Source: an optimization exercise on an open RTL-to-GDS flow (aim: small area, a short achievable clock period and few clock cycles). Production flows keep margins and buffers that such runs may drop. RTL that was checked went through simulation tests only; none was proved equivalent to the original. No activity file was given, so power comes from the tool's default toggle rates.

==> flow/design.v (excerpt) <==
module cpu_lite_top (
    input  wire        clk_i,
    input  wire        reset,
    input  wire        host_valid_i,
    input  wire [7:0]  host_byte_i,
    input  wire [4:0]  reg_sel_i,
    input  wire [1:0]  byte_sel_i,
    output wire [7:0]  value_o,
    output wire        is_positive_o,
    output wire        done_o
);
==> module reg_file, before the edit <==
module reg_file (
    input  wire        clk_i,
    input  wire        reset,
    input  wire [4:0]  addr_i,     
    output logic [31:0] lo_o,      
    output logic [31:0] hi_o,      
    output logic [15:0] match_o,   
    input  wire        wr_en_i,    
    input  wire [15:0] drop_i,     
    input  wire [3:0]  idx_i,
    input  wire [4:0]  wr_tag_i,
    input  wire [31:0] wr_data_i
);
    logic [15:0] valid_q;
    logic [4:0]  tag_q  [16];
    logic [31:0] data_q [16];
    logic [15:0] match;
    logic [15:0] sel;
    logic [15:0] keep;
    for (genvar i = 0; i < 16; i++) begin : g_match
        tag_eq u_eq (.tag_i (tag_q[i]), .addr_i (addr_i), .eq_o (match[i]));
    end
    always_comb begin
        lo_o = '0;
        hi_o = '0;
        for (int i = 0; i < 16; i++) begin
            sel[i]   = (idx_i == i[3:0]);
            if (i < 8) lo_o = lo_o | (data_q[i] & {32{match[i]}});
            else       hi_o = hi_o | (data_q[i] & {32{match[i]}});
        end
    end
    assign match_o = match;
    always_ff @(posedge clk_i or posedge reset) begin
        if (reset) begin
            valid_q <= '0;
        end else begin
            for (int i = 0; i < 16; i++) begin
                if (wr_en_i && sel[i])                 valid_q[i] <= 1'b1;
                else if (wr_en_i && drop_i[i])          valid_q[i] <= 1'b0;
            end
        end
    end
    always_comb begin
        for (int i = 0; i < 16; i++) keep[i] = valid_q[i] & ~(wr_en_i & drop_i[i]);
    end
    for (genvar i = 0; i < 16; i++) begin : g_entry
        for (genvar j = 0; j < 5; j++) begin : g_tag
            rf_bit u_bit (
                .clk_i  (clk_i),
                .hold_i (keep[i]),
                .we_i   (wr_en_i & sel[i]),
                .d_i    (wr_tag_i[j]),
                .q_o    (tag_q[i][j])
            );
        end
        for (genvar j = 0; j < 32; j++) begin : g_data
            rf_bit u_bit (
                .clk_i  (clk_i),
                .hold_i (keep[i]),
                .we_i   (wr_en_i & sel[i]),
                .d_i    (wr_data_i[j]),
                .q_o    (data_q[i][j])
            );
        end
    end
endmodule
Settings: LEC_CHECK=0, CAP_MARGIN=20, CORE_MARGIN=2, CORE_UTILIZATION=50, CTS_BUF_LIST=sky130_fd_sc_hd__clkbuf_8, CTS_CLUSTER_DIAMETER=60, CTS_CLUSTER_SIZE=16, PLACE_DENSITY=0.6, SETUP_SLACK_MARGIN=5, SLEW_MARGIN=20, SYNTH_HIERARCHICAL=1, TNS_END_PERCENT=5; clock period 14.0 ns.
standard.sh (not shown) runs the stock make flow with config.mk's settings and CLKGATE_MAP_FILE= SYNTH_SCRIPT=/design/flow/synth_recipe.tcl, a recipe that flattens the netlist after the stock synthesis.
==> flow/flow/run.sh <==
#!/bin/bash
# Standard layout, with fast buffers on the ports.
set -euo pipefail
bash standard.sh "BUFFER_PORTS_ARGS=-buffer_cell sky130_fd_sc_hd__buf_4" SETUP_SLACK_MARGIN=6 finish > standard_make.log 2>&1
Testbench counts at the start, summed over its fixed seeds: cycles 11,399.
Rerun with:
--- a/flow/design.v
+++ b/flow/design.v
@@ -148,9 +148,9 @@
     input  wire [3:0]  idx_i,
     input  wire [4:0]  wr_tag_i,
     input  wire [31:0] wr_data_i
 );
-    logic [15:0] valid_q;
+    logic [15:0] valid;
     logic [4:0]  tag_q  [16];
     logic [31:0] data_q [16];
     logic [15:0] match;
     logic [15:0] sel;
@@ -167,20 +167,13 @@
             else       hi_o = hi_o | (data_q[i] & {32{match[i]}});
         end
     end
     assign match_o = match;
-    always_ff @(posedge clk_i or posedge reset) begin
-        if (reset) begin
-            valid_q <= '0;
-        end else begin
-            for (int i = 0; i < 16; i++) begin
-                if (wr_en_i && sel[i])                 valid_q[i] <= 1'b1;
-                else if (wr_en_i && drop_i[i])          valid_q[i] <= 1'b0;
-            end
-        end
-    end
     always_comb begin
-        for (int i = 0; i < 16; i++) keep[i] = valid_q[i] & ~(wr_en_i & drop_i[i]);
+        for (int i = 0; i < 16; i++) begin
+            valid[i] = |tag_q[i];
+            keep[i]  = valid[i] & ~reset & ~(wr_en_i & drop_i[i]);
+        end
     end
     for (genvar i = 0; i < 16; i++) begin : g_entry
         for (genvar j = 0; j < 5; j++) begin : g_tag
             rf_bit u_bit (
After rerunning: Design area barely changes; count of clock-buffer cells in the layout stays the same; clock power is about the same; fmax falls by 0.69%; critical path depth falls by 1; sequential share of layout area falls by 1.3 points; utilization rises by 0.36 points; hold slack loses 0.0037 ns.
For the second run of this note, only the layout was checked, not whether the RTL still works.

* * *

## the previous run
cpu_lite_top, a different RTL version from the one above (not shown whole).
Size in the first run: about 2600 cells after synthesis, roughly 690 flip-flops, about 28 I/O pins, about 29000 sq um of cells after synthesis.
export LEC_CHECK = 0
export CAP_MARGIN = 20
export CORE_MARGIN = 2
export CORE_UTILIZATION = 50
export CTS_BUF_LIST = sky130_fd_sc_hd__clkbuf_8
export CTS_CLUSTER_DIAMETER = 60
export CTS_CLUSTER_SIZE = 16
export PLACE_DENSITY = 0.6
export SETUP_SLACK_MARGIN = 5
export SLEW_MARGIN = 20
export SYNTH_HIERARCHICAL = 1
export TNS_END_PERCENT = 5
create_clock -name core_clock -period 14.0 [get_ports {clk_i}]
==> flow/flow/run.sh <==
#!/bin/bash
# Standard layout, with fast buffers on the ports.
set -euo pipefail
bash standard.sh "BUFFER_PORTS_ARGS=-buffer_cell sky130_fd_sc_hd__buf_4" SETUP_SLACK_MARGIN=5.5 finish > standard_make.log 2>&1
Testbench counts of the previous run, summed over its fixed seeds: cycles 11,399.
diff inputs: the previous run => the current run
--- a/flow/design.v
+++ b/flow/design.v
@@ -145,69 +145,70 @@
 );
     wire lg = (p_i & use_p_i) | (g_i & use_g_i);
     assign r_o = (sll_i ? ~shn_i : (lg ^ (c_i & arith_i))) | set_i;
 endmodule
 `default_nettype wire
 `default_nettype none
 module reg_file (
     input  wire        clk_i,
     input  wire        reset,
     input  wire [4:0]  addr_i,     
-    output logic [31:0] lo_o,      
-    output logic [31:0] hi_o,      
+    output logic [31:0] rdata_o,   
     output logic [15:0] match_o,   
     input  wire        wr_en_i,    
     input  wire [15:0] drop_i,     
     input  wire [3:0]  idx_i,
     input  wire [4:0]  wr_tag_i,
     input  wire [31:0] wr_data_i
 );
     logic [15:0] valid_q;
     logic [4:0]  tag_q  [16];
     logic [31:0] data_q [16];
     logic [15:0] match;
     logic [15:0] sel;
+    logic [15:0] keep;
     always_comb begin
-        lo_o = '0;
-        hi_o = '0;
+        rdata_o = '0;
         for (int i = 0; i < 16; i++) begin
             sel[i]   = (idx_i == i[3:0]);
-            match[i] = valid_q[i] & (tag_q[i] == addr_i);
-            if (i < 8) lo_o = lo_o | (data_q[i] & {32{match[i]}});
-            else       hi_o = hi_o | (data_q[i] & {32{match[i]}});
+            match[i] = (tag_q[i] == addr_i);
+            rdata_o  = rdata_o | (data_q[i] & {32{match[i]}});
         end
     end
     assign match_o = match;
     always_ff @(posedge clk_i or posedge reset) begin
         if (reset) begin
             valid_q <= '0;
         end else begin
             for (int i = 0; i < 16; i++) begin
                 if (wr_en_i && sel[i])                 valid_q[i] <= 1'b1;
                 else if (wr_en_i && drop_i[i])          valid_q[i] <= 1'b0;
             end
         end
     end
+    always_comb begin
+        for (int i = 0; i < 16; i++) keep[i] = valid_q[i] & ~(wr_en_i & drop_i[i]);
+    end
     for (genvar i = 0; i < 16; i++) begin : g_entry
         for (genvar j = 0; j < 5; j++) begin : g_tag
             rf_bit u_bit (
                 .clk_i  (clk_i),
-                .hold_i (valid_q[i]),
+                .hold_i (keep[i]),
                 .we_i   (wr_en_i & sel[i]),
                 .d_i    (wr_tag_i[j]),
                 .q_o    (tag_q[i][j])
             );
         end
         for (genvar j = 0; j < 32; j++) begin : g_data
             rf_bit u_bit (
                 .clk_i  (clk_i),
-                .hold_i (valid_q[i]),
+                .hold_i (keep[i]),
                 .we_i   (wr_en_i & sel[i]),
                 .d_i    (wr_data_i[j]),
                 .q_o    (data_q[i][j])
             );
         end
     end
 endmodule
 `default_nettype wire
 `default_nettype none
 module rf_bit (
@@ -247,21 +248,20 @@
     logic [7:0]  b3_q;         
     logic [31:0] a_q;          
     logic [15:0] drop_q;       
     wire start_seen = host_valid_i & ~loading_q & ~done_q & (host_byte_i == 8'hFE);
     wire end_seen   = host_valid_i & loading_q & (phase_q == 2'd0) & (host_byte_i == 8'hFF);
     wire data_stb   = host_valid_i & loading_q & ~end_seen;
     wire last_byte  = data_stb & (phase_q == 2'd3);
     wire kept       = ~count_q[4];
     wire [4:0] rd = {b1_q[3:0], rd0_q};
     logic [31:0] rdata;
-    logic [31:0] rd_lo, rd_hi;    
     logic [15:0] match;
     logic [31:0] result;
     logic        writes;
     wire wr_en = exec_q & writes;
     always_ff @(posedge clk_i or posedge reset) begin
         if (reset) begin
             loading_q <= 1'b0;
             done_q    <= 1'b0;
             phase_q   <= 2'd0;
             count_q   <= 5'd0;
@@ -334,51 +334,46 @@
         .rd_i     (rd),
         .a_i      (a_q),
         .b_i      (opb),
         .result_o (result),
         .writes_o (writes)
     );
     reg_file u_reg_file (
         .clk_i     (clk_i),
         .reset     (reset),
         .addr_i    (addr),
-        .lo_o      (rd_lo),
-        .hi_o      (rd_hi),
+        .rdata_o   (rdata),
         .match_o   (match),
         .wr_en_i   (wr_en),
         .drop_i    (drop_q),
         .idx_i     (count_q[3:0]),
         .wr_tag_i  (rd),
         .wr_data_i (result)
     );
     wire [3:0] bsel = 4'b0001 << byte_sel_i;
     byte_pick u_byte_pick (
-        .lo_i    (rd_lo),
-        .hi_i    (rd_hi),
+        .word_i  (rdata),
         .sel_i   (bsel),
         .byte_o  (value_o)
     );
-    assign rdata         = rd_lo | rd_hi;
     assign is_positive_o = ~rdata[31];
     assign done_o        = done_q;
 endmodule
 `default_nettype wire
 `default_nettype none
 module byte_pick (
-    input  wire [31:0] lo_i,
-    input  wire [31:0] hi_i,
+    input  wire [31:0] word_i,
     input  wire [3:0]  sel_i,
     output wire [7:0]  byte_o
 );
-    wire [31:0] w = lo_i | hi_i;
-    assign byte_o = (w[7:0] & {8{sel_i[0]}}) | (w[15:8] & {8{sel_i[1]}}) |
-                    (w[23:16] & {8{sel_i[2]}}) | (w[31:24] & {8{sel_i[3]}});
+    assign byte_o = (word_i[7:0] & {8{sel_i[0]}}) | (word_i[15:8] & {8{sel_i[1]}}) |
+                    (word_i[23:16] & {8{sel_i[2]}}) | (word_i[31:24] & {8{sel_i[3]}});
 endmodule
 `default_nettype wire
 `default_nettype none
 module addr_bit (
     input  wire host_i,
     input  wire sel_i,
     input  wire rs1_i,
     input  wire byte_i,
     input  wire regs_i,
     output wire addr_o
==> comparison <==
Post-route standard cell area excluding fillers (the current run / the previous run): 1.05. From the previous run to the current run the numbers moved as follows: sequential share of layout area lost 2.2 points, routed wire length higher. The current run: flow completed, timing, DRC and antenna clean. In the current run relative to the previous run, wire length of the first global-routing pass had gone up by a few percent. Sequential power: the current run higher than the previous run.
No functional check of the RTL was part of the current run.

* * *

== run A ==
cpu_lite_top, a different RTL version from the one above (not shown whole).
For scale: about 28 I/O pins, roughly 0.029 mm^2 of cells after synthesis.
// cpu_lite_top
module cpu_lite_top (
    input  wire        clk_i,
    input  wire        reset,
    input  wire        host_valid_i,
    input  wire [7:0]  host_byte_i,
    input  wire [4:0]  reg_sel_i,
    input  wire [1:0]  byte_sel_i,
    output wire [7:0]  value_o,
    output wire        is_positive_o,
    output wire        done_o
);
clock: 14.0 ns
lec_check: 0
cap_margin: 20
core_margin: 2
core_utilization: 50
cts_buf_list: sky130_fd_sc_hd__clkbuf_8
cts_cluster_diameter: 60
cts_cluster_size: 16
place_density: 0.6
setup_slack_margin: 5
slew_margin: 20
synth_hierarchical: 1
tns_end_percent: 5
==> flow/flow/run.sh <==
#!/bin/bash
# Standard layout, with fast buffers on the ports.
set -euo pipefail
bash standard.sh "BUFFER_PORTS_ARGS=-buffer_cell sky130_fd_sc_hd__buf_4" SETUP_SLACK_MARGIN=6 finish > standard_make.log 2>&1
Inputs modified between run A and run B:
--- a/flow/design.v
+++ b/flow/design.v
@@ -136,13 +136,13 @@
 endmodule
 `default_nettype wire
 `default_nettype none
 module reg_file (
     input  wire        clk_i,
     input  wire        reset,
-    input  wire [4:0]  addr_n_i,   
+    input  wire [4:0]  addr_i,     
     output logic [31:0] lo_o,      
     output logic [31:0] hi_o,      
     output logic [15:0] match_o,   
     input  wire        wr_en_i,    
     input  wire [15:0] drop_i,     
     input  wire [3:0]  idx_i,
@@ -153,13 +153,13 @@
     logic [4:0]  tag_q  [16];
     logic [31:0] data_q [16];
     logic [15:0] match;
     logic [15:0] sel;
     logic [15:0] keep;
     for (genvar i = 0; i < 16; i++) begin : g_match
-        tag_eq u_eq (.tag_i (tag_q[i]), .addr_n_i (addr_n_i), .eq_o (match[i]));
+        tag_eq u_eq (.tag_i (tag_q[i]), .addr_i (addr_i), .eq_o (match[i]));
     end
     always_comb begin
         lo_o = '0;
         hi_o = '0;
         for (int i = 0; i < 16; i++) begin
             sel[i]   = (idx_i == i[3:0]);
@@ -209,16 +209,16 @@
     end
 endmodule
 `default_nettype wire
 `default_nettype none
 module tag_eq (
     input  wire [4:0] tag_i,
-    input  wire [4:0] addr_n_i,
+    input  wire [4:0] addr_i,
     output wire       eq_o
 );
-    assign eq_o = (tag_i == ~addr_n_i);
+    assign eq_o = (tag_i == addr_i);
 endmodule
 `default_nettype wire
 `default_nettype none
 module cpu_lite_top (
     input  wire        clk_i,
     input  wire        reset,
@@ -319,17 +319,13 @@
     wire sel_rd   = loading_q & (phase_q == 2'd2);
     wire sel_rs1  = loading_q & (phase_q == 2'd3);
     wire sel_rs2  = loading_q & wr_q & ~is_i_q;
     wire [4:0] rs1 = {b2_q[3:0], b1_q[7]};
     wire [4:0] rs2 = {b3_q[0], b2_q[7:4]};
     wire [4:0] from_regs = ({5{sel_rd}} & rd) | ({5{sel_rs1}} & rs1) | ({5{sel_rs2}} & rs2);
-    wire [4:0] addr_n;    
-    for (genvar k = 0; k < 5; k++) begin : g_addr
-        addr_bit u_addr (.host_i (sel_host), .sel_i (reg_sel_i[k]), .regs_i (from_regs[k]),
-                         .addr_n_o (addr_n[k]));
-    end
+    wire [4:0] addr = ({5{sel_host}} & reg_sel_i) | from_regs;
     wire [31:0] imm = {{20{b3_q[7]}}, b3_q, b2_q[7:4]};
     wire [31:0] opb = rdata | (imm & {32{is_i_q}});
     alu u_alu (
         .is_r_i   (is_r_q),
         .is_i_i   (is_i_q),
         .f3_i     (b1_q[6:4]),
@@ -339,13 +335,13 @@
         .b_i      (opb),
         .result_o (result)
     );
     reg_file u_reg_file (
         .clk_i     (clk_i),
         .reset     (reset),
-        .addr_n_i  (addr_n),
+        .addr_i    (addr),
         .lo_o      (rd_lo),
         .hi_o      (rd_hi),
         .match_o   (match),
         .wr_en_i   (wr_en),
         .drop_i    (drop_q),
         .idx_i     (count_q[3:0]),
@@ -373,16 +369,6 @@
 );
     wire [31:0] w = lo_i | hi_i;
     assign byte_o = (w[7:0] & {8{sel_i[0]}}) | (w[15:8] & {8{sel_i[1]}}) |
                     (w[23:16] & {8{sel_i[2]}}) | (w[31:24] & {8{sel_i[3]}});
 endmodule
 `default_nettype wire
-`default_nettype none
-module addr_bit (
-    input  wire host_i,
-    input  wire sel_i,
-    input  wire regs_i,
-    output wire addr_n_o
-);
-    assign addr_n_o = ~((host_i & sel_i) | regs_i);
-endmodule
-`default_nettype wire
On finished layout cell area, run A tracks run B almost exactly.
Library cell contributing the largest single delay on the critical path = nand4_1: run A; library cell contributing the largest single delay on the critical path = buf_12: run B
For run B and run A, there was not a single run that failed to finish clean.
Run B vs run A: total clock buffers created by CTS down slightly
Looking at startpoint of the worst setup timing path, the reg_sel_i[1] result is from run A; the reg_sel_i[0] one comes from run B.
Diff run B and run A: clock network power share higher in run B
Looking only at post-cts gate resize count, and setting everything else aside, the higher value of run B and run A goes to run B.
Relative to run A, maximum number of pins on one net before global-route repair has decreased by 14% in run B.
Testbench counts of run B, summed over its fixed seeds: cycles 11,399.
The RTL of run A was laid out without a check of its function.

==> what the ideal ports hide <==
The results above use ideal ports. As a check the final layouts listed here were re-extracted and re-timed, cells and wires unchanged. Step 1 sets driving cells, clkbuf_16 on the clock port and buf_2 on the other inputs (assumed; they add their load-dependent delay and slew). Step 2 times the ports against the registers' clock, not the clock port: input delays grow and output delays shrink by t, the midpoint of the rising clock arrivals with the driver on. Slacks: no drivers / after step 1 / after step 2; pairs: no drivers / after step 1.
run | t, ns | setup WS [ns] | worst hold slack (ns) | worst setup path at the end
the first run of note 1 | 0.749 | 5.841 / 5.806 / 5.380 | 0.491 / 0.491 / 0.491 | input to register
the second run of note 1 | 0.764 | 5.784 / 5.750 / 5.191 | 0.487 / 0.487 / 0.487 | input to register
the previous run | 0.749 | 5.453 / 5.432 / 4.998 | 0.482 / 0.482 / 0.482 | input to register
the current run | 0.756 | 5.476 / 5.442 / 4.976 | 0.491 / 0.491 / 0.491 | input to register
run A | 0.754 | 5.859 / 5.832 / 5.523 | 0.487 / 0.487 / 0.487 | input to register
run B | 0.776 | 5.879 / 5.855 / 5.357 | 0.493 / 0.493 / 0.493 | input to register
After both steps every run listed still meets setup and hold. The setup slack of the second run of note 1, which loses most, moves by -0.034 ns with the drivers and by -0.593 ns with both steps.
